What follows belongs to an exercise in optimizing a design on an open flow for small area; a production flow would make more cautious choices. RTL that was checked went through simulation tests only; none was proved equivalent to the original. Function not checked in runs 2 and 5: the RTL went through the layout flow alone.

==> design/flow/design.v <==
`timescale 1ns/1ps
module key_decode (
    input  logic       clk25,
    input  logic       rst_n,
    input  logic       key_strobe,
    input  logic [7:0] key_code,
    output logic [2:0] turn,      
    output logic       restart
);
    localparam logic [1:0] DIR_UP    = 2'd0;
    localparam logic [1:0] DIR_DOWN  = 2'd1;
    localparam logic [1:0] DIR_LEFT  = 2'd2;
    localparam logic [1:0] DIR_RIGHT = 2'd3;
    logic       is_arrow;
    logic       is_restart;
    logic [1:0] key_dir;
    always_comb begin
        is_arrow = 1'b1;
        key_dir  = DIR_UP;
        case (key_code)
            8'h75:    key_dir = DIR_UP;
            8'h72:  key_dir = DIR_DOWN;
            8'h6B:  key_dir = DIR_LEFT;
            8'h74: key_dir = DIR_RIGHT;
            default:    is_arrow = 1'b0;
        endcase
    end
    assign is_restart = (key_code == 8'h29);
    always_ff @(posedge clk25 or negedge rst_n) begin
        if (!rst_n) begin
            turn    <= {1'b0, DIR_RIGHT};
            restart <= 1'b0;
        end else begin
            restart <= key_strobe && is_restart;   
            if (key_strobe && is_arrow) begin
                turn <= {1'b1, key_dir};
            end else if (key_strobe && is_restart) begin
                turn[2] <= 1'b0;
            end
        end
    end
endmodule
`timescale 1ns/1ps
module snake_execute (
    input  logic         clk25,
    input  logic         rst_n,
    input  logic         step,
    input  logic [2:0]   turn,      
    input  logic         restart,
    output logic [12:0]  head,
    output logic [5:0]   apple_x,
    output logic [5:0]   apple_y,
    output logic [3:0]   sc,        
    output logic [15:0]  lmask,     
    output logic [63:0]  uvec,      
    output logic [63:0]  vvec,
    output logic         dead
);
    localparam logic [1:0] DIR_UP    = 2'd0;
    localparam logic [1:0] DIR_DOWN  = 2'd1;
    localparam logic [1:0] DIR_LEFT  = 2'd2;
    localparam logic [1:0] DIR_RIGHT = 2'd3;
    logic [1:0]  dir;
    logic [1:0]  last_dir;
    logic [15:1] su, sv;        
    logic [15:2] lsu, lsv;      
    logic [5:0]  step_mod_x;
    logic [5:0]  step_mod_y;
    logic [6:0]  head_x;
    logic [5:0]  head_y;
    logic [12:0] head_nxt;
    logic        eat, grow, turn_ok, move;
    logic [15:0] cz;            
    assign su[1]      = ~last_dir[0];
    assign sv[1]      = last_dir[0] ^ last_dir[1];
    assign su[15:2]   = lsu;
    assign sv[15:2]   = lsv;
    function automatic logic [5:0] inc6(input logic [5:0] x);
        logic c;
        c = 1'b1;
        for (int k = 0; k < 6; k++) begin
            inc6[k] = x[k] ^ c;
            c = c & x[k];
        end
    endfunction
    always_comb begin
        case (sc)
            4'd0:    lmask = 16'h000F;
            4'd1:    lmask = 16'h001F;
            4'd2:    lmask = 16'h003F;
            4'd3:    lmask = 16'h007F;
            4'd4:    lmask = 16'h00FF;
            4'd5:    lmask = 16'h01FF;
            4'd6:    lmask = 16'h03FF;
            4'd7:    lmask = 16'h07FF;
            4'd8:    lmask = 16'h0FFF;
            4'd9:    lmask = 16'h1FFF;
            4'd10:   lmask = 16'h3FFF;
            4'd11:   lmask = 16'h7FFF;
            default: lmask = 16'hFFFF;
        endcase
    end
    function automatic integer wid(input integer i);
        wid = (i < 2) ? 1 : (i < 4) ? 2 : (i < 8) ? 3 : 4;
    endfunction
    assign uvec[3:0] = 4'd0;
    assign vvec[3:0] = 4'd0;
    assign cz[0]     = 1'b0;
    genvar g, k;
    generate
        for (g = 1; g < 16; g++) begin : chain
            localparam integer W = wid(g);
            logic [W-1:0] up, vp, ui, vi, cu, cv;
            assign up = uvec[4*(g-1) +: W];    
            assign vp = vvec[4*(g-1) +: W];
            for (k = 0; k < W; k++) begin : b
                if (g % 2 == 1) begin : dec
                    if (k == 0) begin : l
                        assign cu[k] = ~su[g];
                        assign cv[k] = ~sv[g];
                    end else begin : h
                        assign cu[k] = ~su[g] & ~(|up[k-1:0]);
                        assign cv[k] = ~sv[g] & ~(|vp[k-1:0]);
                    end
                end else begin : inc
                    if (k == 0) begin : l
                        assign cu[k] = su[g];
                        assign cv[k] = sv[g];
                    end else begin : h
                        assign cu[k] = su[g] & (&up[k-1:0]);
                        assign cv[k] = sv[g] & (&vp[k-1:0]);
                    end
                end
            end
            assign ui = up ^ cu;
            assign vi = vp ^ cv;
            if (W < 4) begin : ext
                assign uvec[4*g +: 4] = {{(4 - W){ui[W-1]}}, ui};
                assign vvec[4*g +: 4] = {{(4 - W){vi[W-1]}}, vi};
            end else begin : noext
                assign uvec[4*g +: 4] = ui;
                assign vvec[4*g +: 4] = vi;
            end
            if (g % 2 == 0) begin : z
                assign cz[g] = (ui == '0) && (vi == '0) && lmask[g];
            end else begin : nz
                assign cz[g] = 1'b0;
            end
        end
    endgenerate
    assign head_x = head[6:0];
    assign head_y = head[12:7];
    assign dead = head_x[6] || (head_y[5] && head_y[4]) || (|cz);
    logic       x_en, y_en, dn;
    logic [6:0] x_c, y_c_full;
    logic [5:0] y_c;
    assign dn   = ~dir[0];
    assign x_en = move & dir[1];
    assign y_en = move & ~dir[1];
    always_comb begin
        x_c[0] = x_en;
        for (int k = 1; k < 7; k++) x_c[k] = x_c[k-1] & (head_x[k-1] ^ dn);
        y_c[0] = y_en;
        for (int k = 1; k < 6; k++) y_c[k] = y_c[k-1] & (head_y[k-1] ^ dn);
    end
    assign head_nxt = {head_y ^ y_c, head_x ^ x_c};
    assign eat     = (head_x == {1'b0, apple_x}) && (head_y == apple_y);
    assign grow    = eat && !(sc[3] && sc[2]);         
    assign turn_ok = turn[2] && (turn[1] != last_dir[1]);
    assign move    = step && !dead;
    logic x_wrap, y_wrap;
    assign x_wrap = &step_mod_x[5:1];
    assign y_wrap = step_mod_y[5] && step_mod_y[3] && step_mod_y[2] && step_mod_y[1];
    always_ff @(posedge clk25 or negedge rst_n) begin
        if (!rst_n) begin
            head       <= {6'd0, 7'd3};
            lsu[3:2]   <= 2'b00;    
            lsv[3:2]   <= 2'b00;
            sc         <= 4'd0;
            dir        <= DIR_RIGHT;
            last_dir   <= DIR_RIGHT;
            apple_x    <= 6'(6);
            apple_y    <= 6'(0);
            step_mod_x <= '0;
            step_mod_y <= '0;
        end else if (restart) begin
            head       <= {6'd0, 7'd3};
            lsu[3:2]   <= 2'b00;
            lsv[3:2]   <= 2'b00;
            sc         <= 4'd0;
            dir        <= DIR_RIGHT;
            last_dir   <= DIR_RIGHT;
            apple_x    <= 6'(6);
            apple_y    <= 6'(0);
            step_mod_x <= '0;
            step_mod_y <= '0;
        end else begin
            if (turn_ok) begin
                dir <= turn[1:0];
            end
            if (step) begin
                step_mod_x <= x_wrap ? 6'd0 : inc6(step_mod_x);
                step_mod_y <= y_wrap ? 6'd0 : inc6(step_mod_y);
            end
            head <= head_nxt;             
            if (move) begin
                last_dir <= dir;
                lsu[3:2] <= su[2:1];
                lsv[3:2] <= sv[2:1];
                if (grow) begin
                    sc <= {sc[3] ^ (&sc[2:0]), sc[2] ^ (&sc[1:0]), sc[1] ^ sc[0], ~sc[0]};
                end
                if (eat) begin
                    apple_x <= step_mod_x;
                    apple_y <= step_mod_y;
                end
            end
        end
    end
    always_ff @(posedge clk25) begin
        if (move && !restart) begin
            lsu[15:4] <= su[14:3];
            lsv[15:4] <= sv[14:3];
        end
    end
endmodule
`timescale 1ns/1ps
module pixel_front (
    input  logic [19:0]  pix,      
    input  logic [12:0]  head,
    output logic         on_board,
    output logic [5:0]   cx,
    output logic [5:0]   cy,
    output logic         fit,      
    output logic         z0,       
    output logic         par,      
    output logic [4:0]   hu,
    output logic [4:0]   hv,
    output logic [4:1]   fu,       
    output logic [4:1]   fv
);
    logic [9:0]  px;
    logic [9:0]  py;
    logic [6:0]  dx;
    logic [5:0]  dy;
    logic [5:0]  du, dv;
    assign px = pix[19:10];
    assign py = pix[9:0];
    always_comb begin
        cx = 6'(px / 10'(10));
        cy = 6'(py / 10'(10));
    end
    assign on_board = !(px[9] && (px[8] || px[7]))
                   && !(py[9] || (&py[8:5]));
    function automatic logic [6:0] radd(input logic [6:0] a, input logic [6:0] b, input logic ci);
        logic c;
        c = ci;
        for (int k = 0; k < 7; k++) begin
            radd[k] = a[k] ^ b[k] ^ c;
            c = (a[k] & b[k]) | (c & (a[k] ^ b[k]));
        end
    endfunction
    logic [6:0] dy7, du7, dv7;
    assign dx  = radd({1'b0, cx}, ~head[6:0], 1'b1);
    assign dy7 = radd({1'b0, cy}, {1'b1, ~head[12:7]}, 1'b1);
    assign dy  = dy7[5:0];
    assign fit = (dx[6:4] == 3'b000 || dx[6:4] == 3'b111)
              && (dy[5:4] == 2'b00  || dy[5:4] == 2'b11);
    assign du7 = radd({2'b00, dx[4], dx[4:0]}, {2'b00, dy[4], dy[4:0]}, 1'b0);
    assign dv7 = radd({2'b00, dx[4], dx[4:0]}, {2'b11, ~dy[4], ~dy[4:0]}, 1'b1);
    assign du  = du7[5:0];
    assign dv  = dv7[5:0];
    assign hu  = du[5:1];
    assign hv  = dv[5:1];
    assign par = du[0];
    assign z0  = (dx == '0) && (dy == '0);
    genvar w;
    generate
        for (w = 1; w <= 4; w++) begin : fits
            assign fu[w] = (hu[4:w-1] == '0) || (hu[4:w-1] == '1);
            assign fv[w] = (hv[4:w-1] == '0) || (hv[4:w-1] == '1);
        end
    endgenerate
endmodule
module pixel_result (
    input  logic         clk25,
    input  logic         rst_n,
    input  logic [19:0]  pix,      
    input  logic [12:0]  head,
    input  logic [5:0]   apple_x,
    input  logic [5:0]   apple_y,
    input  logic [15:0]  lmask,    
    input  logic [63:0]  uvec,
    input  logic [63:0]  vvec,
    output logic [1:0]   q         
);
    logic        on_board;
    logic [5:0]  cx, cy;
    logic        fit, z0, par;
    logic [4:0]  hu, hv;
    logic [4:1]  fu, fv;
    logic [15:0] m;
    logic        hit_snake, hit_apple;
    pixel_front i_front (
        .pix       (pix),
        .head      (head),
        .on_board  (on_board),
        .cx        (cx),
        .cy        (cy),
        .fit       (fit),
        .z0        (z0),
        .par       (par),
        .hu        (hu),
        .hv        (hv),
        .fu        (fu),
        .fv        (fv)
    );
    function automatic integer wid(input integer i);
        wid = (i < 2) ? 1 : (i < 4) ? 2 : (i < 8) ? 3 : 4;
    endfunction
    assign m[0] = z0;
    genvar g;
    generate
        for (g = 1; g < 16; g++) begin : cmp
            localparam integer W = wid(g);
            assign m[g] = (par == 1'(g % 2)) && fu[W] && fv[W]
                       && (hu[W-1:0] == uvec[4*g +: W])
                       && (hv[W-1:0] == vvec[4*g +: W])
                       && lmask[g];
        end
    endgenerate
    assign hit_snake = fit && (|m);
    assign hit_apple = (cx == apple_x) && (cy == apple_y);
    always_ff @(posedge clk25 or negedge rst_n) begin
        if (!rst_n) begin
            q <= 2'b00;
        end else begin
            q[1] <= on_board && !hit_snake;
            q[0] <= on_board && (hit_snake || !hit_apple);
        end
    end
endmodule
`timescale 1ns/1ps
module snake_top (
    input  logic        clk25,
    input  logic        rst_n,
    input  logic        key_strobe,
    input  logic [7:0]  key_code,
    input  logic        step,
    input  logic [19:0] pix,
    output logic [11:0] rgb,
    output logic [12:0] head,
    output logic [12:0] apple,
    output logic [6:0]  score,
    output logic        dead
);
    logic [2:0]  turn;
    logic        restart;
    logic [5:0]  apple_x, apple_y;
    logic [3:0]  sc;
    logic [15:0] lmask;
    logic [63:0] uvec, vvec;
    logic [1:0]  q;
    key_decode i_key_decode (
        .clk25      (clk25),
        .rst_n      (rst_n),
        .key_strobe (key_strobe),
        .key_code   (key_code),
        .turn       (turn),
        .restart    (restart)
    );
    snake_execute i_snake_execute (
        .clk25   (clk25),
        .rst_n   (rst_n),
        .step    (step),
        .turn    (turn),
        .restart (restart),
        .head    (head),
        .apple_x (apple_x),
        .apple_y (apple_y),
        .sc      (sc),
        .lmask   (lmask),
        .uvec    (uvec),
        .vvec    (vvec),
        .dead    (dead)
    );
    pixel_result i_pixel_result (
        .clk25   (clk25),
        .rst_n   (rst_n),
        .pix     (pix),
        .head    (head),
        .apple_x (apple_x),
        .apple_y (apple_y),
        .lmask   (lmask),
        .uvec    (uvec),
        .vvec    (vvec),
        .q       (q)
    );
    assign apple = {apple_y, 1'b0, apple_x};
    assign score = {3'b000, sc};
    assign rgb   = {{4{q[1] & q[0]}}, {4{q[1]}}, {4{q[0]}}};
endmodule
==> design/flow/flow/run.sh <==
#!/bin/bash
# ORFS layout through standard.sh, with these changes to how it is made:
#  - synthesis: ABC maps the pixel path (pix -> rgb registers) for delay and
#    everything else for area (abc_pix.script, abc_area.script, ABC_AREA 1);
#  - port buffers are buf_1 cells;
#  - CTS inserts no dummy loads and uses clkbuf_4/clkbuf_8 buffers.
set -uo pipefail
rm -rf scripts_mod
cp -r "$FLOW_HOME/scripts" scripts_mod
cp flow/abc_area.script flow/abc_pix.script scripts_mod/
python3 flow/patch_synth.py scripts_mod/synth.tcl > patch.log 2>&1 || exit 1
export SCRIPTS_DIR=$PWD/scripts_mod
export BUFFER_PORTS_ARGS="-buffer_cell sky130_fd_sc_hd__buf_1"
export CTS_ARGS="-sink_clustering_enable -repair_clock_nets -dont_use_dummy_load -buf_list {sky130_fd_sc_hd__clkbuf_4} -root_buf sky130_fd_sc_hd__clkbuf_8"
bash standard.sh > standard.log 2>&1
==> design/flow/flow/abc_area.script <==
strash
dch
amap
topo
stime -c
==> design/flow/flow/abc_pix.script <==
strash
dch
map -D 2000
topo
==> design/flow/flow/patch_synth.py <==
# Patch a copy of ORFS's synth.tcl: map the logic in the pixel input's cone
# (pix -> rgb registers) with a delay-driven ABC script first, then the rest
# with the area script.
import sys
p = sys.argv[1]
s = open(p).read()
old = "  log_cmd abc {*}$abc_args\n"
new = '''  set a_pix [lreplace $abc_args 1 1 $::env(SCRIPTS_DIR)/abc_pix.script]
  select -set pixl w:pix %co* t:sky130_fd_sc_hd__* %d
  log_cmd abc {*}$a_pix @pixl
  select -clear
  log_cmd abc {*}$abc_args
'''
assert s.count(old) == 1
open(p, 'w').write(s.replace(old, new))
==> design/flow/standard.sh <==
#!/bin/bash
# synth_recipe.tcl (not shown) runs the flow's synth.tcl, then flattens the netlist and writes it again
# the make line also repeats each setting of config.mk as NAME=value (left out here)
make -C /OpenROAD-flow-scripts/flow DESIGN_CONFIG=/design/flow/config.mk WORK_HOME=/design/flow/orfs CLKGATE_MAP_FILE= SYNTH_SCRIPT=/design/flow/synth_recipe.tcl "${@:-finish}"
==> design/flow/config.mk <==
export PLATFORM = sky130hd
export DESIGN_NAME = snake_top
export DESIGN_NICKNAME = snake_top
export VERILOG_FILES = /design/flow/design.v
export SDC_FILE = /design/flow/constraint.sdc
export NUM_CORES = 4
export LEC_CHECK = 0
export ABC_AREA = 1
export CAP_MARGIN = 0
export CORE_MARGIN = 2
export CORE_UTILIZATION = 40
export GPL_TIMING_DRIVEN = 0
export PLACE_DENSITY = 0.6
export SLEW_MARGIN = 0
==> design/flow/constraint.sdc <==
create_clock -name core_clock -period 10.0 [get_ports {clk25}]
set_input_delay 2.0000 -clock core_clock [delete_from_list [all_inputs] [get_ports {clk25}]]
set_output_delay 2.0000 -clock core_clock [all_outputs]
set_load 0.01 [all_outputs]
==> implementation parameters, run 1 <==
Parameter                              Value

Status
  Run status  timing/DRC/antenna clean

Die
  Number of placement rows    51
  Die outline height    145 um
  I/O pin total    78
  Total core area    19,500 um2
  Starting Density    40.7%
  Die Width    145 um
  Die area    21,000 um2

Setup path
  Crit Path Category    primary input to flop
  Cell at the slowest stage of the critical path    sky130_fd_sc_hd__fa_2
  Startpoint type of the worst setup path    primary input
  Required time of the worst setup path    10.21 ns
  Largest stage delay on the critical path    0.81 ns
  CP top delay family    compound AO/OA/AOI/OAI gates
  Combined buffer and inverter count along the critical path    6
  Crit path arrival time    9.79 ns
  Critical Path Sink Type    flop
  Maximum fanout encountered on the critical timing path    11

Cells and area
  Combined flip-flop and latch cell area    2110 um2
  Final nets    1,283
  Fill cell total of the finished layout    2,027
  Multi-input gate area in the final layout    5090 um2
  Area growth, synth to finish    13.1%
  Antenna diode count    0
  Layout cells sized above 1    7.78%

STA
  Headroom to the max-slew limit    38.0%
  Fin. Hold Viols    0
  Final min period    9.58 ns
  RSZ-0062 raised after global routing    yes
  Total Neg Setup Slack    0 ns
  Final setup viols    0
  Top achievable clock speed    104 MHz
  Clock tree skew after final layout    0.0396 ns
  Worst slew pin tran    0.931 ns
  Number of pins with negative max-slew slack in the final report    0
  Smallest setup slack after layout    0.416 ns
  Period Utilization, post-route    95.8%

Synth
  Synthesized instance count    1,087
  Dominant synthesized flop cell    sky130_fd_sc_hd__dfrtp_1
  Count of flip-flops with a built-in enable after synthesis    24
  Commonest cells in the synthesized netlist    sky130_fd_sc_hd__clkinv_1, sky130_fd_sc_hd__nand2_1, sky130_fd_sc_hd__nor2_1
  Post-synthesis sequential area ratio    26.6%
  Cell with the most instances after synthesis    sky130_fd_sc_hd__clkinv_1
  Number of synthesized register bits    79
  Leading cell types by total area after synthesis    sky130_fd_sc_hd__dfrtp_1, sky130_fd_sc_hd__clkinv_1, sky130_fd_sc_hd__edfxtp_1
  Per-instance average area after synthesis    7.29 um2
  Cell area after technology mapping    7930 um2
  Post-synthesis async set-or-reset flop share    69.6%
  Library cell occupying the most area in the post-synthesis netlist    sky130_fd_sc_hd__dfrtp_1
  Synth cell types    50
  Top cell type's share of synthesized area    14.2%
  Synth Warn #    4

GRT
  Largest net degree at the start of global routing    31
  Remaining global-route overflow    0
  Number of antenna violations at the first check in global routing    0
  Vias in the first global route    7,152
  Global-route wire length before repair    35,300 um
  Aggregate global-route resource usage    21.5%

Drt
  Initial detailed-routing violation count    458
  Antenna viol nets, final    0
  DRC violations left    0
  Average vias per placed instance    5.41
  Average wire length per cell after detail routing    15.3 um
  Final wirelength    22,200 um
  Detailed Routing Iterations Pass 1    5
  Detailed-route via count    7,829

Clock network
  CTS tree    done
  CTS Hold Buffers Added    0
  CTS clk-pin slew, worst paths    0.08 ns
  Deepest level of the CTS H-tree    3
  Clock Tree Root    sky130_fd_sc_hd__clkbuf_8
  Num CTS Buffers    9
  Insertion delay of the later-clocked pin in the worst-skew pair    0.40 ns
  Clk buf depth    2
  TritonCTS Sinks    79

Min path
  Class of the worst hold path    flop to flop

Job
  Total of max-cap violations    0

Place
  Setup WS pre-CTS    -1.69 ns
  PortBufs    71
  DP HPWL    17,300 um
  Final GP Congestion    0.882
-- path summary, 6_finish.rpt --
kind | start | end | slack (ns) | depth (start not counted)
setup / recovery | pix[7] | i_pixel_result.q[0]$_DFF_PN0_ | 0.42 | 40
hold / removal | i_snake_execute.lsv[5]$_DFFE_PP_ | i_snake_execute.lsv[6]$_DFFE_PP_ | 0.48 | 0
setup reg to reg | i_snake_execute.last_dir[0]$_DFFE_PN1P_ | i_snake_execute.head[6]$_DFF_PN0_ | 0.95 | 46
hold reg to reg | i_snake_execute.lsv[5]$_DFFE_PP_ | i_snake_execute.lsv[6]$_DFFE_PP_ | 0.48 | 0
max in group asynchronous | rst_n | i_key_decode.turn[0]$_DFFE_PN1P_ | 7.68 | 2
min in group asynchronous | rst_n | i_snake_execute.step_mod_x[3]$_DFFE_PN0P_ | 1.61 | 1
-- registers in the layout, indices dropped and copies added, names as in the netlist --
| name | count |
|---|---|
| i_snake_execute.head | 13 |
| i_snake_execute.apple_x | 6 |
| i_snake_execute.lsv | 14 |
| i_key_decode.restart | 1 |
| i_snake_execute.lsu | 14 |
| i_snake_execute.sc | 4 |
| i_pixel_result.q | 2 |
| i_snake_execute.step_mod_x | 6 |
| i_snake_execute.step_mod_y | 6 |
| i_snake_execute.dir | 2 |
| i_snake_execute.last_dir | 2 |
| i_snake_execute.apple_y | 6 |
| i_key_decode.turn | 3 |
-- final cells by class --
| cell class | count | share of cell area [%] |
|---|---|---|
| well taps | 265 | 3.70 |
| multi-input cells | 772 | 56.7 |
| clock buffers | 9 | 1.38 |
| flip-flops and latches | 79 | 23.5 |
| plain buffers | 13 | 1.09 |
| repair buffers | 83 | 4.13 |
| inverters | 226 | 9.48 |
-- worst reg2reg max path: cells and delay by family (launching register included) --
kind	cells	cell delay, ns
buffers and inverters	16	1.74
flip-flops	1	0.60
AO/OA/AOI/OAI	8	1.17
adder cells (fa/ha/maj)	12	3.95
AND/OR/NAND/NOR	10	1.54
-- logic make-up after synthesis --
family	count (synthesis)	share of synthesized area, %
buffers and inverters	239	11.9
AND/OR/NAND/NOR	388	22.0
other	1	0.0473
XOR/XNOR	48	5.52
adder cells (fa/ha/maj)	67	12.4
AO/OA/AOI/OAI	265	21.6
flip-flops	79	26.6
-- layer usage --
layer / part of all wire [%] / track usage (%) / wire length, um
met2: 47 / 36.3 / 10500
met5: 0 / 0 / 0
met1: 45 / 28.2 / 10000
met3: 6.1 / 4.71 / 1350
met4: 1.7 / 5.11 / 372
-- stage by stage --
stage	util, %	cells	hold WS (ns)	area, um2
2_1_floorplan	-	1090	0.435	7940
3_3_place_gp	43.9	1426	0.440	8540
3_5_place_dp	44.0	1427	0.449	8570
4_1_cts	45.2	1443	0.479	8790
5_1_grt	46.1	1447	0.508	8970
6_report	46.1	1447	0.483	8970
-- cell usage in the layout (no fill, tap or decap), drive strengths merged, types with 3 or more instances in the layout --
cell,netlist,layout
a2111oi,4,4
a211oi,7,7
a21o,6,6
a21oi,58,58
a221oi,22,22
a22oi,8,8
a31oi,7,7
buf,13,96
clkbuf,0,9
clkinv,226,225
conb,1,4
dfrtp,45,45
dfstp,10,10
edfxtp,24,24
fa,19,19
ha,48,48
nand2,126,126
nand3,55,55
nand4,32,32
nor2,117,117
nor3,22,22
nor4,16,16
nor4b,4,4
o2111ai,8,8
o211ai,6,6
o21a,7,7
o21ai,64,64
o221ai,12,12
o22ai,42,42
or2,3,3
or3,4,4
xnor2,20,20
xor2,27,27
-- what timing repair did --
item | 4_1_cts | 5_1_grt
pin swaps | 5 | 6
resized for setup | 17 | 44
setup endpoints to repair | 3 | 9
setup buffers | 7 | 4
==> inputs of run 2 (changes only) <==
--- a/design/flow/design.v
+++ b/design/flow/design.v
@@ -28,17 +28,22 @@
     assign is_restart = (key_code == 8'h29);
     always_ff @(posedge clk25 or negedge rst_n) begin
         if (!rst_n) begin
-            turn    <= {1'b0, DIR_RIGHT};
+            turn[2] <= 1'b0;
             restart <= 1'b0;
         end else begin
             restart <= key_strobe && is_restart;   
             if (key_strobe && is_arrow) begin
-                turn <= {1'b1, key_dir};
+                turn[2] <= 1'b1;
             end else if (key_strobe && is_restart) begin
                 turn[2] <= 1'b0;
             end
         end
     end
+    always_ff @(posedge clk25) begin
+        if (key_strobe && is_arrow) begin
+            turn[1:0] <= key_dir;
+        end
+    end
 endmodule
 `timescale 1ns/1ps
 module snake_execute (
@@ -164,7 +169,7 @@
         for (int k = 1; k < 6; k++) y_c[k] = y_c[k-1] & (head_y[k-1] ^ dn);
     end
     assign head_nxt = {head_y ^ y_c, head_x ^ x_c};
-    assign eat     = (head_x == {1'b0, apple_x}) && (head_y == apple_y);
+    assign eat     = (head_x[5:0] == apple_x) && (head_y == apple_y);
     assign grow    = eat && !(sc[3] && sc[2]);         
     assign turn_ok = turn[2] && (turn[1] != last_dir[1]);
     assign move    = step && !dead;
--- a/design/flow/flow/run.sh
+++ b/design/flow/flow/run.sh
@@ -11,5 +11,5 @@
 python3 flow/patch_synth.py scripts_mod/synth.tcl > patch.log 2>&1 || exit 1
 export SCRIPTS_DIR=$PWD/scripts_mod
 export BUFFER_PORTS_ARGS="-buffer_cell sky130_fd_sc_hd__buf_1"
-export CTS_ARGS="-sink_clustering_enable -repair_clock_nets -dont_use_dummy_load -buf_list {sky130_fd_sc_hd__clkbuf_4} -root_buf sky130_fd_sc_hd__clkbuf_8"
+export CTS_ARGS="-sink_clustering_enable -repair_clock_nets -dont_use_dummy_load -buf_list {sky130_fd_sc_hd__clkbuf_4 sky130_fd_sc_hd__clkbuf_8} -root_buf sky130_fd_sc_hd__clkbuf_8"
 bash standard.sh > standard.log 2>&1
==> run 2 against run 1 <==
Net effect:
- count of clock-buffer cells in the layout stayed put
- still clean on timing, DRC and antenna
- setup slack improved by 0.15 ns
- first-iteration DRC count grew 7.0%
- largest cell class unchanged
==> implementation parameters, run 2 <==
Parameter                              Value

Status
  Run status  timing/DRC/antenna clean

STA
  Worst slew pin tran    1.05 ns
  Smallest setup slack after layout    0.562 ns
  Headroom to the max-slew limit    29.9%
  Top achievable clock speed    106 MHz
  Clock tree skew after final layout    0.0389 ns
  Fin. Hold Viols    0
  Final min period    9.44 ns
  Period Utilization, post-route    94.4%
  RSZ-0062 raised after global routing    yes
  Final setup viols    0
  Number of pins with negative max-slew slack in the final report    0

Die
  I/O pin total    78
  Die area    21,000 um2
  Die outline height    145 um
  Starting Density    40.8%
  Number of placement rows    51
  Total core area    19,500 um2
  Die Width    145 um

Min path
  End of the worst hold path    i_snake_execute.lsv[6]$_DFFE_PP_
  Class of the worst hold path    flop to flop
  Origin of the worst min-delay path    i_snake_execute.lsv[5]$_DFFE_PP_
  Cells on Worst Hold Path    0

Place
  Setup WS pre-CTS    -1.67 ns
  Number of placed instances with taps included    1,424
  PortBufs    71
  Final GP Congestion    0.860
  Dpl cell area    8580 um2
  DP HPWL    17,000 um

Setup path
  Maximum fanout encountered on the critical timing path    12
  Crit path arrival time    9.72 ns
  Cell depth of the worst flop-to-flop path    42
  Terminus of the critical flop-to-flop path    i_snake_execute.head[6]$_DFF_PN0_
  Required time of the worst setup path    10.29 ns
  Cell occurring most often along the worst timing path    sky130_fd_sc_hd__nand3_1
  CP top delay family    compound AO/OA/AOI/OAI gates
  Crit Path Category    primary input to flop
  Startpoint type of the worst setup path    primary input
  Critical Path Sink Type    flop
  Combined buffer and inverter count along the critical path    5
  Reg2reg start    i_snake_execute.last_dir[0]$_DFFE_PN1P_
  Cell at the slowest stage of the critical path    sky130_fd_sc_hd__fa_2
  Flop-to-flop setup slack    0.83 ns
  Largest stage delay on the critical path    0.83 ns

GRT
  Largest net degree at the start of global routing    30
  Aggregate global-route resource usage    21.5%
  Vias in the first global route    7,125
  Number of antenna violations at the first check in global routing    0
  Remaining global-route overflow    0
  Global-route wire length before repair    35,300 um

Synth
  Number of synthesized register bits    79
  Count of flip-flops with a built-in enable after synthesis    26
  Cell with the most instances after synthesis    sky130_fd_sc_hd__clkinv_1
  Library cell occupying the most area in the post-synthesis netlist    sky130_fd_sc_hd__dfrtp_1
  Per-instance average area after synthesis    7.32 um2
  Leading cell types by total area after synthesis    sky130_fd_sc_hd__dfrtp_1, sky130_fd_sc_hd__clkinv_1, sky130_fd_sc_hd__edfxtp_1
  Top cell type's share of synthesized area    14.2%
  Post-synthesis async set-or-reset flop share    67.1%
  Synth cell types    56
  Post-synthesis sequential area ratio    26.7%
  Synthesized instance count    1,083
  Dominant synthesized flop cell    sky130_fd_sc_hd__dfrtp_1
  Synth Warn #    4
  Commonest cells in the synthesized netlist    sky130_fd_sc_hd__clkinv_1, sky130_fd_sc_hd__nand2_1, sky130_fd_sc_hd__nor2_1
  Cell area after technology mapping    7930 um2

Cells and area
  Utilization of the core after routing    46.3%
  Final nets    1,278
  Regs by FF count    i_snake_execute.lsu x14, i_snake_execute.lsv x14, i_snake_execute.head x13
  Final instance count without filler cells    1,442
  Cell area after layout    9010 um2
  Most common library cell in the layout ignoring fill and taps    sky130_fd_sc_hd__clkinv_1
  Area growth, synth to finish    13.6%
  Top library cells by usage in the layout, fill and taps aside    sky130_fd_sc_hd__clkinv_1, sky130_fd_sc_hd__nand2_1, sky130_fd_sc_hd__nor2_1
  Layout cells sized above 1    8.24%
  Antenna diode count    0

Drt
  Detailed Routing Iterations Pass 1    5
  Average vias per placed instance    5.40
  Initial detailed-routing violation count    490
  Detailed-route via count    7,784
  Antenna viol nets, final    0
  DRC violations left    0
  Final wirelength    22,200 um
  Average wire length per cell after detail routing    15.4 um

Clock network
  Num CTS Buffers    9
  TritonCTS Sinks    79
  CTS Hold Buffers Added    0
  CTS clk-pin slew, worst paths    0.08 ns
  CTS tree    done
  Clk buf depth    2
  Clock Tree Root    sky130_fd_sc_hd__clkbuf_8
  Deepest level of the CTS H-tree    3
  Insertion delay of the later-clocked pin in the worst-skew pair    0.39 ns

Job
  Total of max-cap violations    0
-- run 2: cell count changes after synthesis, moves of 4 or more --
| cell | previous run | this run |
|---|---|---|
| sky130_fd_sc_hd__a211oi_1 | 7 | 14 |
| sky130_fd_sc_hd__nand3_1 | 55 | 49 |
| sky130_fd_sc_hd__clkinv_1 | 226 | 222 |
| sky130_fd_sc_hd__a221oi_1 | 22 | 18 |
| sky130_fd_sc_hd__o211a_1 | 0 | 5 |
| sky130_fd_sc_hd__o22ai_1 | 42 | 47 |
| sky130_fd_sc_hd__o21ai_0 | 64 | 56 |
| sky130_fd_sc_hd__nand4_1 | 32 | 42 |
-- run 2: cell families after synthesis --
logic type	after synthesis	share of synthesized area, %
buf+inv	235	11.7
fa+ha+maj	67	12.4
simple gates	390	22.3
flops	79	26.7
compound gates	266	21.9
other cells	1	0.0473
xor+xnor	45	4.97
-- run 2: cell type report --
type | count | area (um2)
tap | 265 | 332
timing repair buffer | 82 | 372
sequential | 79 | 2120
multi-input combinational | 772 | 5130
fill | 1972 | 10400
buffer | 13 | 97.6
inverter | 222 | 838
clock buffer | 9 | 124
-- run 2: through the flow --
| step | hold WS (ns) | TNS, ns |
|---|---|---|
| after floorplan | 0.435 | 0 |
| after global placement | 0.452 | -2.51 |
| after detailed placement | 0.451 | -2.76 |
| after CTS | 0.465 | 0 |
| after global routing | 0.491 | -0.0883 |
| final | 0.465 | 0 |
-- run 2: worst max-delay path by stage --
stage                                    endpoint  depth (start not counted)     from  slack, ns
floorplan           i_pixel_result.q[0]$_DFF_PN0_                         44   pix[8]       0.45
global placement    i_pixel_result.q[0]$_DFF_PN0_                         44  pix[19]      -1.56
detailed placement  i_pixel_result.q[0]$_DFF_PN0_                         44  pix[19]      -1.67
CTS                 i_pixel_result.q[0]$_DFF_PN0_                         43   pix[7]       0.06
global route        i_pixel_result.q[0]$_DFF_PN0_                         37  pix[18]      -0.09
finish              i_pixel_result.q[0]$_DFF_PN0_                         37  pix[17]       0.56
-- run 2: per-layer routing --
metal | share of wire [%] | global-route usage [%]
met1 | 46 | 28.7
met2 | 47 | 35.4
met3 | 4.5 | 3.32
met4 | 2.5 | 7.56
met5 | 0 | 0
-- run 2: repair_timing --
| action | 4_1_cts | 5_1_grt |
|---|---|---|
| setup buffers | 4 | 5 |
| endpoints found under the hold margin | 0 | 0 |
| pin swaps | 5 | 9 |
| endpoints found under the setup margin | 2 | 8 |
| resized for setup | 20 | 54 |
==> inputs of run 3 (changes only) <==
--- a/design/flow/design.v
+++ b/design/flow/design.v
@@ -223,7 +223,7 @@
         end
     end
     always_ff @(posedge clk25) begin
-        if (move && !restart) begin
+        if (move) begin
             lsu[15:4] <= su[14:3];
             lsv[15:4] <= sv[14:3];
         end
--- a/design/flow/config.mk
+++ b/design/flow/config.mk
@@ -11,4 +11,5 @@
 export CORE_UTILIZATION = 40
 export GPL_TIMING_DRIVEN = 0
 export PLACE_DENSITY = 0.6
+export SETUP_SLACK_MARGIN = -0.22
 export SLEW_MARGIN = 0
==> run 3 against run 2 <==
Net effect:
- cell area decreased by 1.2%
- worst hold slack better by 0.022 ns
- fmax is 3.1% lower
- clock skew increased by 0.0032 ns
- routed wire length grew 0.75%
- via count is 0.44% lower
- highest routed layer unchanged
==> implementation parameters, run 3 <==
Parameter                              Value

Cells and area
  Top library cells by usage in the layout, fill and taps aside    sky130_fd_sc_hd__clkinv_1, sky130_fd_sc_hd__nand2_1, sky130_fd_sc_hd__nor2_1
  Cell area after layout    8910 um2
  Antenna diode count    0
  Fill cell total of the finished layout    1,964
  Most common library cell in the layout ignoring fill and taps    sky130_fd_sc_hd__clkinv_1
  Final nets    1,258
  Layout cells sized above 1    8.56%
  Area growth, synth to finish    13.5%
  Regs by FF count    i_snake_execute.lsu x14, i_snake_execute.lsv x14, i_snake_execute.head x13

Synth
  Per-instance average area after synthesis    7.42 um2
  Synth cell types    58
  Cell with the most instances after synthesis    sky130_fd_sc_hd__clkinv_1
  Synth Warn #    4
  Commonest cells in the synthesized netlist    sky130_fd_sc_hd__clkinv_1, sky130_fd_sc_hd__nand2_1, sky130_fd_sc_hd__nor2_1
  Multiplexer share of the synthesized area    0.271%
  Arithmetic-cell share of the synthesized area counting full adders, half adders and majority gates    12.5%
  Count of flip-flops with a built-in enable after synthesis    26
  Number of synthesized register bits    79
  Synthesized instance count    1,058
  Library cell occupying the most area in the post-synthesis netlist    sky130_fd_sc_hd__dfrtp_1
  Leading cell types by total area after synthesis    sky130_fd_sc_hd__dfrtp_1, sky130_fd_sc_hd__edfxtp_1, sky130_fd_sc_hd__clkinv_1
  Post-synthesis async set-or-reset flop share    67.1%
  Post-synthesis sequential area ratio    27.0%
  Cell area after technology mapping    7850 um2
  Compound-gate portion of the synthesized area    21.9%
  Xor/xnor share of the synthesized area    6.25%
  Main combinational cell family by area after synthesis    compound AO/OA/AOI/OAI gates
  Top cell type's share of synthesized area    14.3%
  Simple-gate share of the synthesized area    21.1%
  Dominant synthesized flop cell    sky130_fd_sc_hd__dfrtp_1

Clock network
  Clk buf depth    2
  Clock Tree Root    sky130_fd_sc_hd__clkbuf_8
  CTS clk-pin slew, worst paths    0.08 ns
  CTS Hold Buffers Added    0
  CTS tree    done
  Deepest level of the CTS H-tree    3
  Num CTS Buffers    9
  TritonCTS Sinks    79
  Insertion delay of the later-clocked pin in the worst-skew pair    0.39 ns

Job
  Total of max-cap violations    0

Drt
  Initial detailed-routing violation count    419
  Average vias per placed instance    5.45
  Final wirelength    22,400 um
  DRC violations left    0
  Detailed Routing Iterations Pass 1    5
  Detailed-route via count    7,750
  Average wire length per cell after detail routing    15.7 um
  Antenna viol nets, final    0

Place
  Dpl cell area    8490 um2
  PortBufs    71
  Setup WS pre-CTS    -1.57 ns
  DP HPWL    16,900 um
  Final GP Congestion    0.876

STA
  Period Utilization, post-route    97.4%
  Smallest setup slack after layout    0.256 ns
  Final setup viols    0
  Headroom to the max-slew limit    23.8%
  Clock tree skew after final layout    0.0421 ns
  Number of pins with negative max-slew slack in the final report    0
  Worst slew pin tran    1.14 ns
  Fin. Hold Viols    0
  Final min period    9.74 ns
  Top achievable clock speed    103 MHz

GRT
  Largest net degree at the start of global routing    35
  Grt peak-use layer    met2
  Number of antenna violations at the first check in global routing    0
  Vias in the first global route    7,139
  Remaining global-route overflow    0
  Global-route wire length before repair    36,000 um
  Met1 track demand over resource in global routing    29.9%
  GR Layer Usage met2    36.9%
  Aggregate global-route resource usage    22.1%
  Met3 demand-to-capacity share in global routing    3.48%

Die
  Die area    20,800 um2
  Number of placement rows    51
  Die outline height    144 um
  I/O pin total    78
  Starting Density    40.6%
  Die Width    144 um
  Total core area    19,300 um2

Setup path
  Startpoint type of the worst setup path    primary input
  Cell at the slowest stage of the critical path    sky130_fd_sc_hd__fa_1
  Cell occurring most often along the worst timing path    sky130_fd_sc_hd__clkinv_1
  Crit path arrival time    9.96 ns
  Critical Path Sink Type    flop
  Crit Path Category    primary input to flop
  Required time of the worst setup path    10.22 ns
  Maximum fanout encountered on the critical timing path    6
  Largest stage delay on the critical path    0.56 ns

Min path
  Class of the worst hold path    flop to flop

Status
  Run status  timing/DRC/antenna clean
[run 3: changes by cell type in the layout (fill, tap and decap cells not counted), sizes merged, moves of 6 or more]
cell / before / now
clkinv: 220 / 202
nand4: 42 / 26
a21oi: 57 / 72
nand2: 123 / 136
nand3: 49 / 41
nor2: 116 / 108
o21ai: 56 / 49
a2111oi: 2 / 8
[run 3: final timing paths]
path | from | to | slack, ns | cells after the start
min reg2reg | i_snake_execute.lsu[6]$_DFFE_PP_ | i_snake_execute.lsu[7]$_DFFE_PP_ | 0.49 | 0
max in group asynchronous | rst_n | i_snake_execute.head[0]$_DFF_PN1_ | 7.65 | 2
max reg2reg | i_snake_execute.last_dir[0]$_DFFE_PN1P_ | i_snake_execute.head[5]$_DFF_PN0_ | 0.68 | 39
min in group asynchronous | rst_n | i_snake_execute.step_mod_x[2]$_DFFE_PN0P_ | 1.65 | 1
max | pix[17] | i_pixel_result.q[0]$_DFF_PN0_ | 0.26 | 43
min | i_snake_execute.lsu[6]$_DFFE_PP_ | i_snake_execute.lsu[7]$_DFFE_PP_ | 0.49 | 0
[run 3: kinds of logic after synthesis]
group                      count (synthesis)
buffers and inverters                    217
AOI/OAI and AO/OA                        268
and+or+nand+nor                          372
xor gates and xnor gates                  52
DFF                                       79
adders and majority gates                 67
muxes                                      2
other                                      1
[run 3: worst max-delay path, delay by kind of cell]
| family | cells | cell delay (ns) |
|---|---|---|
| buffers and inverters | 9 | 1.06 |
| AND/OR/NAND/NOR | 17 | 2.55 |
| AO/OA/AOI/OAI | 10 | 1.83 |
| adder cells (fa/ha/maj) | 7 | 2.53 |
[run 3: stage by stage]
| step | util (%) | hold slack (ns) | cells | TNS, ns |
|---|---|---|---|---|
| after floorplan | - | 0.445 | 1061 | 0 |
| after global placement | 43.8 | 0.453 | 1397 | -16.75 |
| after detailed placement | 43.9 | 0.478 | 1398 | -3.20 |
| after CTS | 44.9 | 0.494 | 1414 | -0.219 |
| after global routing | 46.1 | 0.519 | 1422 | -0.746 |
| final | 46.1 | 0.487 | 1422 | 0 |
[run 3: area by class of cell]
type | instances | area, um2 | share of cell area (%)
Multi-Input combinational cell | 766 | 5070 | 56.9
Tap cell | 265 | 332 | 3.72
Clock buffer | 9 | 124 | 1.39
Buffer | 13 | 97.6 | 1.10
Sequential cell | 79 | 2120 | 23.8
Timing Repair Buffer | 86 | 394 | 4.42
Inverter | 204 | 771 | 8.65
[run 3: repair_timing]
action / 4_1_cts / 5_1_grt
setup endpoints to repair: 4 / 6
setup buffers: 6 / 8
gates resized for setup: 11 / 43
pin swaps: 3 / 11
gates cloned: 1 / 0
[run 3: per-layer routing]
metal	wire (um)	vias up	part of all wire [%]
met3	1010	32	4.5
li1	-	3921	-
met1	10400	3608	47
met4	404	0	1.8
met2	10500	189	47
met5	0	-	0
==> inputs of run 4 (changes only) <==
--- a/design/flow/config.mk
+++ b/design/flow/config.mk
@@ -11,5 +11,5 @@
 export CORE_UTILIZATION = 40
 export GPL_TIMING_DRIVEN = 0
 export PLACE_DENSITY = 0.6
-export SETUP_SLACK_MARGIN = -0.22
+export SETUP_SLACK_MARGIN = -0.15
 export SLEW_MARGIN = 0
==> run 4 against run 3 <==
Net effect:
- still clean
- first-iteration DRC count up 1.4%
- global-route usage stayed put
- sequential cell count unchanged
- via count up 0.17%
- synthesized area is the same
- register-to-register slack better by 0.12 ns
- sequential share of layout area barely moved
- fmax grew 0.22%
- critical endpoint unchanged
- largest cell class unchanged
==> implementation parameters, run 4 <==
Parameter                              Value

Synth
  Post-synthesis sequential area ratio    27.0%
  Count of flip-flops with a built-in enable after synthesis    26
  Main combinational cell family by area after synthesis    compound AO/OA/AOI/OAI gates
  Arithmetic-cell share of the synthesized area counting full adders, half adders and majority gates    12.5%
  Synth cell types    58
  Per-instance average area after synthesis    7.42 um2
  Library cell occupying the most area in the post-synthesis netlist    sky130_fd_sc_hd__dfrtp_1
  Cell area after technology mapping    7850 um2
  Post-synthesis async set-or-reset flop share    67.1%
  Cell with the most instances after synthesis    sky130_fd_sc_hd__clkinv_1
  Multiplexer share of the synthesized area    0.271%
  Number of synthesized register bits    79
  Xor/xnor share of the synthesized area    6.25%
  Leading cell types by total area after synthesis    sky130_fd_sc_hd__dfrtp_1, sky130_fd_sc_hd__edfxtp_1, sky130_fd_sc_hd__clkinv_1
  Compound-gate portion of the synthesized area    21.9%
  Synth Warn #    4
  Commonest cells in the synthesized netlist    sky130_fd_sc_hd__clkinv_1, sky130_fd_sc_hd__nand2_1, sky130_fd_sc_hd__nor2_1
  Synthesized instance count    1,058
  Simple-gate share of the synthesized area    21.1%
  Top cell type's share of synthesized area    14.3%
  Dominant synthesized flop cell    sky130_fd_sc_hd__dfrtp_1

Setup path
  CP top delay family    simple AND/OR/NAND/NOR gates
  Cell occurring most often along the worst timing path    sky130_fd_sc_hd__clkinv_1
  Combined buffer and inverter count along the critical path    9
  Largest stage delay on the critical path    0.56 ns
  Critical Path Sink Type    flop
  Cell at the slowest stage of the critical path    sky130_fd_sc_hd__fa_1
  Startpoint type of the worst setup path    primary input
  Crit path arrival time    9.94 ns
  Required time of the worst setup path    10.21 ns
  Maximum fanout encountered on the critical timing path    6
  Crit Path Category    primary input to flop

Clock network
  Clock Tree Root    sky130_fd_sc_hd__clkbuf_8
  CTS tree    done
  Deepest level of the CTS H-tree    3
  CTS clk-pin slew, worst paths    0.08 ns
  Insertion delay of the later-clocked pin in the worst-skew pair    0.39 ns
  TritonCTS Sinks    79
  Clk buf depth    2
  Num CTS Buffers    9

Drt
  Detailed-route via count    7,763
  Antenna viol nets, final    0
  Final wirelength    22,400 um
  Initial detailed-routing violation count    425
  Average wire length per cell after detail routing    15.8 um
  DRC violations left    0
  Average vias per placed instance    5.46
  Detailed Routing Iterations Pass 1    5

Die
  Number of placement rows    51
  Die area    20,800 um2
  Die outline height    144 um
  Starting Density    40.6%
  I/O pin total    78
  Die Width    144 um
  Total core area    19,300 um2

STA
  Number of pins with negative max-slew slack in the final report    0
  Final min period    9.72 ns
  Smallest setup slack after layout    0.277 ns
  Headroom to the max-slew limit    23.7%
  Clock tree skew after final layout    0.0421 ns
  Period Utilization, post-route    97.2%
  Worst slew pin tran    1.14 ns
  Total Neg Setup Slack    0 ns
  RSZ-0062 raised after global routing    yes
  Fin. Hold Viols    0
  Top achievable clock speed    103 MHz
  Final setup viols    0

Cells and area
  Top library cells by usage in the layout, fill and taps aside    sky130_fd_sc_hd__clkinv_1, sky130_fd_sc_hd__nand2_1, sky130_fd_sc_hd__nor2_1
  Fill cell total of the finished layout    1,966
  Layout cells sized above 1    8.64%
  Most common library cell in the layout ignoring fill and taps    sky130_fd_sc_hd__clkinv_1
  Regs by FF count    i_snake_execute.lsu x14, i_snake_execute.lsv x14, i_snake_execute.head x13
  Final instance count without filler cells    1,422
  Antenna diode count    0
  Cell area after layout    8910 um2
  Final nets    1,258
  Area growth, synth to finish    13.5%

GRT
  Remaining global-route overflow    0
  Vias in the first global route    7,139
  Number of antenna violations at the first check in global routing    0
  Global-route wire length before repair    36,000 um
  Largest net degree at the start of global routing    35
  Aggregate global-route resource usage    22.1%

Place
  Setup WS pre-CTS    -1.57 ns
  Number of placed instances with taps included    1,398
  DP HPWL    16,900 um
  PortBufs    71
  Final GP Congestion    0.876
  Dpl cell area    8490 um2

Status
  Run status  timing/DRC/antenna clean

Job
  Total of max-cap violations    0

Min path
  Class of the worst hold path    flop to flop
-- run 4: cell types whose count changed in the layout (fill, tap and decap cells not counted) --
cell	previous run	this run
sky130_fd_sc_hd__a221oi_1	14	13
sky130_fd_sc_hd__a221oi_2	1	2
sky130_fd_sc_hd__clkinv_2	1	2
sky130_fd_sc_hd__clkinvlp_4	1	0
sky130_fd_sc_hd__o21ai_0	42	41
sky130_fd_sc_hd__o21ai_1	5	6
-- run 4: area by class of cell --
type	count	area (um2)	share of cell area, %
clock buffers	9	124	1.39
plain buffers	13	97.6	1.10
flip-flops and latches	79	2120	23.8
repair buffers	86	394	4.42
multi-input cells	766	5080	57.0
well taps	265	332	3.72
inverters	204	768	8.62
-- run 4: worst paths after layout --
path / start / end / slack, ns / depth (start not counted)
setup / recovery: pix[17] / i_pixel_result.q[0]$_DFF_PN0_ / 0.28 / 43
hold / removal: i_snake_execute.lsu[6]$_DFFE_PP_ / i_snake_execute.lsu[7]$_DFFE_PP_ / 0.49 / 0
setup reg to reg: i_snake_execute.last_dir[0]$_DFFE_PN1P_ / i_snake_execute.head[5]$_DFF_PN0_ / 0.80 / 40
hold reg to reg: i_snake_execute.lsu[6]$_DFFE_PP_ / i_snake_execute.lsu[7]$_DFFE_PP_ / 0.49 / 0
max in group asynchronous: rst_n / i_snake_execute.head[0]$_DFF_PN1_ / 7.65 / 2
min in group asynchronous: rst_n / i_snake_execute.step_mod_x[2]$_DFFE_PN0P_ / 1.66 / 1
-- run 4: repair_timing --
item	in CTS	in global routing
hold buffers	0	0
gates cloned	1	0
resized for setup	14	42
endpoints found under the setup margin	4	6
buffers inserted	6	8
pin swaps	4	11
-- run 4: through the flow --
stage	util (%)	hold WS, ns
after floorplan	-	0.445
after global placement	43.8	0.453
after detailed placement	43.9	0.478
after CTS	45.0	0.494
after global routing	46.1	0.519
final	46.1	0.487
-- run 4: metal layers --
metal  share of wire (%)  GRT usage, %  vias to the layer above
li1                    -             -                     3923
met1                  46          29.9                     3608
met2                  47          36.9                      197
met3                 4.7          3.48                       35
met4                 1.9          5.57                        0
met5                   0             0                        -
-- run 4: kinds of logic after synthesis --
family / count (synthesis)
muxes: 2
AOI/OAI and AO/OA: 268
buffers and inverters: 217
and+or+nand+nor: 372
other: 1
DFF: 79
xor gates and xnor gates: 52
adders and majority gates: 67
-- run 4: worst reg2reg max path, delay by kind of cell, from the launching register on --
kind | cells | cell delay (ns)
DFF | 1 | 0.60
adders and majority gates | 9 | 2.96
and+or+nand+nor | 10 | 1.29
buffers and inverters | 11 | 1.34
AOI/OAI and AO/OA | 10 | 2.92
==> inputs of run 5 (changes only) <==
--- a/design/flow/design.v
+++ b/design/flow/design.v
@@ -28,22 +28,17 @@
     assign is_restart = (key_code == 8'h29);
     always_ff @(posedge clk25 or negedge rst_n) begin
         if (!rst_n) begin
-            turn[2] <= 1'b0;
+            turn    <= {1'b0, DIR_RIGHT};
             restart <= 1'b0;
         end else begin
             restart <= key_strobe && is_restart;   
             if (key_strobe && is_arrow) begin
-                turn[2] <= 1'b1;
+                turn <= {1'b1, key_dir};
             end else if (key_strobe && is_restart) begin
                 turn[2] <= 1'b0;
             end
         end
     end
-    always_ff @(posedge clk25) begin
-        if (key_strobe && is_arrow) begin
-            turn[1:0] <= key_dir;
-        end
-    end
 endmodule
 `timescale 1ns/1ps
 module snake_execute (
@@ -76,8 +71,8 @@
     logic [12:0] head_nxt;
     logic        eat, grow, turn_ok, move;
     logic [15:0] cz;            
-    assign su[1]      = ~last_dir[0];
-    assign sv[1]      = last_dir[0] ^ last_dir[1];
+    assign su[1]      = last_dir[0];
+    assign sv[1]      = ~(last_dir[0] ^ last_dir[1]);
     assign su[15:2]   = lsu;
     assign sv[15:2]   = lsv;
     function automatic logic [5:0] inc6(input logic [5:0] x);
@@ -169,7 +164,7 @@
         for (int k = 1; k < 6; k++) y_c[k] = y_c[k-1] & (head_y[k-1] ^ dn);
     end
     assign head_nxt = {head_y ^ y_c, head_x ^ x_c};
-    assign eat     = (head_x[5:0] == apple_x) && (head_y == apple_y);
+    assign eat     = (head_x == {1'b0, apple_x}) && (head_y == apple_y);
     assign grow    = eat && !(sc[3] && sc[2]);         
     assign turn_ok = turn[2] && (turn[1] != last_dir[1]);
     assign move    = step && !dead;
@@ -179,8 +174,8 @@
     always_ff @(posedge clk25 or negedge rst_n) begin
         if (!rst_n) begin
             head       <= {6'd0, 7'd3};
-            lsu[3:2]   <= 2'b00;    
-            lsv[3:2]   <= 2'b00;
+            lsu[3:2]   <= 2'b11;    
+            lsv[3:2]   <= 2'b11;
             sc         <= 4'd0;
             dir        <= DIR_RIGHT;
             last_dir   <= DIR_RIGHT;
@@ -190,8 +185,8 @@
             step_mod_y <= '0;
         end else if (restart) begin
             head       <= {6'd0, 7'd3};
-            lsu[3:2]   <= 2'b00;
-            lsv[3:2]   <= 2'b00;
+            lsu[3:2]   <= 2'b11;
+            lsv[3:2]   <= 2'b11;
             sc         <= 4'd0;
             dir        <= DIR_RIGHT;
             last_dir   <= DIR_RIGHT;
@@ -223,7 +218,7 @@
         end
     end
     always_ff @(posedge clk25) begin
-        if (move) begin
+        if (move && !restart) begin
             lsu[15:4] <= su[14:3];
             lsv[15:4] <= sv[14:3];
         end
@@ -266,8 +261,8 @@
         end
     endfunction
     logic [6:0] dy7, du7, dv7;
-    assign dx  = radd({1'b0, cx}, ~head[6:0], 1'b1);
-    assign dy7 = radd({1'b0, cy}, {1'b1, ~head[12:7]}, 1'b1);
+    assign dx  = radd(head[6:0], {1'b1, ~cx}, 1'b1);
+    assign dy7 = radd({1'b0, head[12:7]}, {2'b11, ~cy}, 1'b1);
     assign dy  = dy7[5:0];
     assign fit = (dx[6:4] == 3'b000 || dx[6:4] == 3'b111)
               && (dy[5:4] == 2'b00  || dy[5:4] == 2'b11);
--- a/design/flow/config.mk
+++ b/design/flow/config.mk
@@ -11,5 +11,4 @@
 export CORE_UTILIZATION = 40
 export GPL_TIMING_DRIVEN = 0
 export PLACE_DENSITY = 0.6
-export SETUP_SLACK_MARGIN = -0.15
 export SLEW_MARGIN = 0
==> run 5 against run 4 <==
Net effect:
- routed wire length is 3.1% higher
- setup slack better by 0.21 ns
- synthesized area is 2.3% higher
- critical endpoint unchanged
- clock skew is 0.011 ns lower
- highest routed layer unchanged
- worst hold slack improved by 0.0017 ns
- fmax rose by 2.2%
- critical path type unchanged
- utilization increased by 1.8 points
- die area grew 2.2%
==> implementation parameters, run 5 <==
Parameter                              Value

Setup path
  Largest stage delay on the critical path    0.50 ns
  Maximum fanout encountered on the critical timing path    9
  Critical Path Sink Type    flop
  Flop-to-flop setup slack    0.79 ns
  Crit Path Category    primary input to flop
  Cell depth of the worst flop-to-flop path    43
  Cell occurring most often along the worst timing path    sky130_fd_sc_hd__nand2_1
  Crit path arrival time    9.73 ns
  CP top delay family    adder cells
  Terminus of the critical flop-to-flop path    i_pixel_result.q[0]$_DFF_PN0_
  Cell at the slowest stage of the critical path    sky130_fd_sc_hd__fa_1
  Combined buffer and inverter count along the critical path    6
  Startpoint type of the worst setup path    primary input
  Reg2reg start    i_snake_execute.last_dir[0]$_DFFE_PN1P_
  Required time of the worst setup path    10.21 ns

GRT
  Number of antenna violations at the first check in global routing    0
  Vias in the first global route    7,320
  Largest net degree at the start of global routing    39
  Aggregate global-route resource usage    21.2%
  Global-route wire length before repair    36,900 um
  Remaining global-route overflow    0

Place
  DP HPWL    17,400 um
  Dpl cell area    8670 um2
  Final GP Congestion    0.866
  PortBufs    71

Synth
  Xor/xnor share of the synthesized area    5.13%
  Number of synthesized register bits    79
  Count of flip-flops with a built-in enable after synthesis    24
  Cell area after technology mapping    8030 um2
  Cell with the most instances after synthesis    sky130_fd_sc_hd__clkinv_1
  Dominant synthesized flop cell    sky130_fd_sc_hd__dfrtp_1
  Post-synthesis sequential area ratio    26.3%
  Compound-gate portion of the synthesized area    22.4%
  Synth Warn #    4
  Leading cell types by total area after synthesis    sky130_fd_sc_hd__dfrtp_1, sky130_fd_sc_hd__clkinv_1, sky130_fd_sc_hd__edfxtp_1
  Commonest cells in the synthesized netlist    sky130_fd_sc_hd__clkinv_1, sky130_fd_sc_hd__nand2_1, sky130_fd_sc_hd__nor2_1
  Arithmetic-cell share of the synthesized area counting full adders, half adders and majority gates    12.2%
  Synth cell types    54
  Library cell occupying the most area in the post-synthesis netlist    sky130_fd_sc_hd__dfrtp_1
  Top cell type's share of synthesized area    12.8%
  Main combinational cell family by area after synthesis    compound AO/OA/AOI/OAI gates
  Post-synthesis async set-or-reset flop share    69.6%
  Simple-gate share of the synthesized area    22.0%
  Multiplexer share of the synthesized area    0.249%
  Per-instance average area after synthesis    7.23 um2
  Synthesized instance count    1,110

Cells and area
  Regs by FF count    i_snake_execute.lsu x14, i_snake_execute.lsv x14, i_snake_execute.head x13
  Top library cells by usage in the layout, fill and taps aside    sky130_fd_sc_hd__clkinv_1, sky130_fd_sc_hd__nand2_1, sky130_fd_sc_hd__nor2_1
  Final nets    1,320
  Antenna diode count    0
  Area growth, synth to finish    16.8%
  Cell area after layout    9380 um2
  Layout cells sized above 1    12.3%
  Most common library cell in the layout ignoring fill and taps    sky130_fd_sc_hd__clkinv_1

STA
  Fin. Hold Viols    0
  Worst slew pin tran    1.03 ns
  Headroom to the max-slew limit    31.5%
  Number of pins with negative max-slew slack in the final report    0
  Top achievable clock speed    105 MHz
  Final setup viols    0
  Clock tree skew after final layout    0.0306 ns
  Final min period    9.52 ns
  Period Utilization, post-route    95.2%

Min path
  Cells on Worst Hold Path    0
  End of the worst hold path    i_snake_execute.lsu[6]$_DFFE_PP_
  Class of the worst hold path    flop to flop
  Origin of the worst min-delay path    i_snake_execute.lsu[5]$_DFFE_PP_

Die
  Starting Density    41.0%
  Die Width    146 um
  Total core area    19,600 um2
  Number of placement rows    51
  Die area    21,200 um2
  I/O pin total    78
  Die outline height    146 um

Drt
  Uppermost metal layer occupied by signal nets    met4
  Amount of wire on met3 after detailed routing    1140 um
  DRT met1 WL    10,800 um
  Initial detailed-routing violation count    490
  Antenna viol nets, final    0
  DRC violations left    0
  Average vias per placed instance    5.40
  Met2 WL    10,900 um
  Detailed Routing Iterations Pass 1    5
  Average wire length per cell after detail routing    15.6 um
  Detailed-route via count    8,015
  Final wirelength    23,100 um

Status
  Run status  timing/DRC/antenna clean

Clock network
  TritonCTS Sinks    79
  Insertion delay of the later-clocked pin in the worst-skew pair    0.41 ns
  Clock Tree Root    sky130_fd_sc_hd__clkbuf_8
  Deepest level of the CTS H-tree    3
  Num CTS Buffers    9
  Clk buf depth    2
  CTS Hold Buffers Added    0
  CTS clk-pin slew, worst paths    0.07 ns
  CTS tree    done

Job
  Total of max-cap violations    0
-- run 5: cell families after synthesis --
kind of cell | count (synthesis)
buffers and inverters | 235
AOI/OAI and AO/OA | 281
DFF | 79
adders and majority gates | 67
muxes | 2
and+or+nand+nor | 400
xor gates and xnor gates | 45
other | 1
-- run 5: area by class of cell --
type	instances	area, um2
Sequential cell	79	2110
Multi-Input combinational cell	799	5380
Tap cell	265	332
Timing Repair Buffer	97	479
Inverter	222	846
Buffer	13	97.6
Clock buffer	9	124
Fill cell	2036	10200
-- run 5: per-stage QoR --
stage	instances	setup WS (ns)	setup TNS [ns]	util [%]	hold WS [ns]
final	1484	0.484	0	47.9	0.489
after global routing	1484	-0.0459	-0.0459	47.9	0.494
after CTS	1462	-0.0688	-0.0688	45.3	0.490
after detailed placement	1450	-1.27	-1.38	44.2	0.473
after global placement	1449	-1.22	-5.76	44.1	0.473
after floorplan	1113	0.756	0	-	0.457
-- run 5: how the worst max path moves through the flow --
stage	from	to	slack (ns)	depth (start not counted)
after floorplan	pix[17]	i_pixel_result.q[0]$_DFF_PN0_	0.76	42
after global placement	pix[17]	i_pixel_result.q[0]$_DFF_PN0_	-1.22	45
after detailed placement	pix[17]	i_pixel_result.q[0]$_DFF_PN0_	-1.27	46
after CTS	pix[17]	i_pixel_result.q[0]$_DFF_PN0_	-0.07	46
after global routing	pix[9]	i_pixel_result.q[0]$_DFF_PN0_	-0.05	44
final	pix[18]	i_pixel_result.q[0]$_DFF_PN0_	0.48	42
-- run 5: layer usage --
metal  vias to the layer above  track usage, %
met5                         -               0
met4                         0            5.05
met3                        25            3.51
met2                       198            35.2
met1                      3691            28.9
li1                       4101               -
-- run 5: what timing repair did --
item	in CTS	in global routing
setup buffers	3	22
setup endpoints to repair	3	7
gates resized for setup	22	90
pin swaps	1	19

## afterwards: timing with drivers on the ports
Ports are ideal in the flow. The routed layouts listed here were re-timed in OpenROAD. Step 1, drivers: a clkbuf_16 drives clk25 and a buf_2 each remaining input, both assumed. Step 2 times the ports against the registers' clock, not the clock port: input delays grow and output delays shrink by t, the midpoint of the rising clock arrivals with the driver on. Slacks: ideal / step 1 / step 2; pairs: ideal / step 1.
run	t, ns	setup WS [ns]	worst setup path at the end	clock arrival spread, ns	worst slew at a driven data input, ns
run 1	0.419	0.416 / 0.434 / 0.015	input to register	0.040 / 0.040	0.03
run 2	0.415	0.562 / 0.558 / 0.163	input to register	0.039 / 0.039	0.05
run 3	0.412	0.256 / 0.274 / -0.138	input to register	0.042 / 0.042	0.04
run 4	0.410	0.277 / 0.295 / -0.115	input to register	0.042 / 0.042	0.04
run 5	0.427	0.484 / 0.491 / 0.068	input to register	0.031 / 0.030	0.04
With both steps, setup timing fails in run 3 and run 4, where it was met with ideal ports. The setup slack of run 5, which loses most, moves by +0.007 ns with the drivers and by -0.416 ns with both steps.
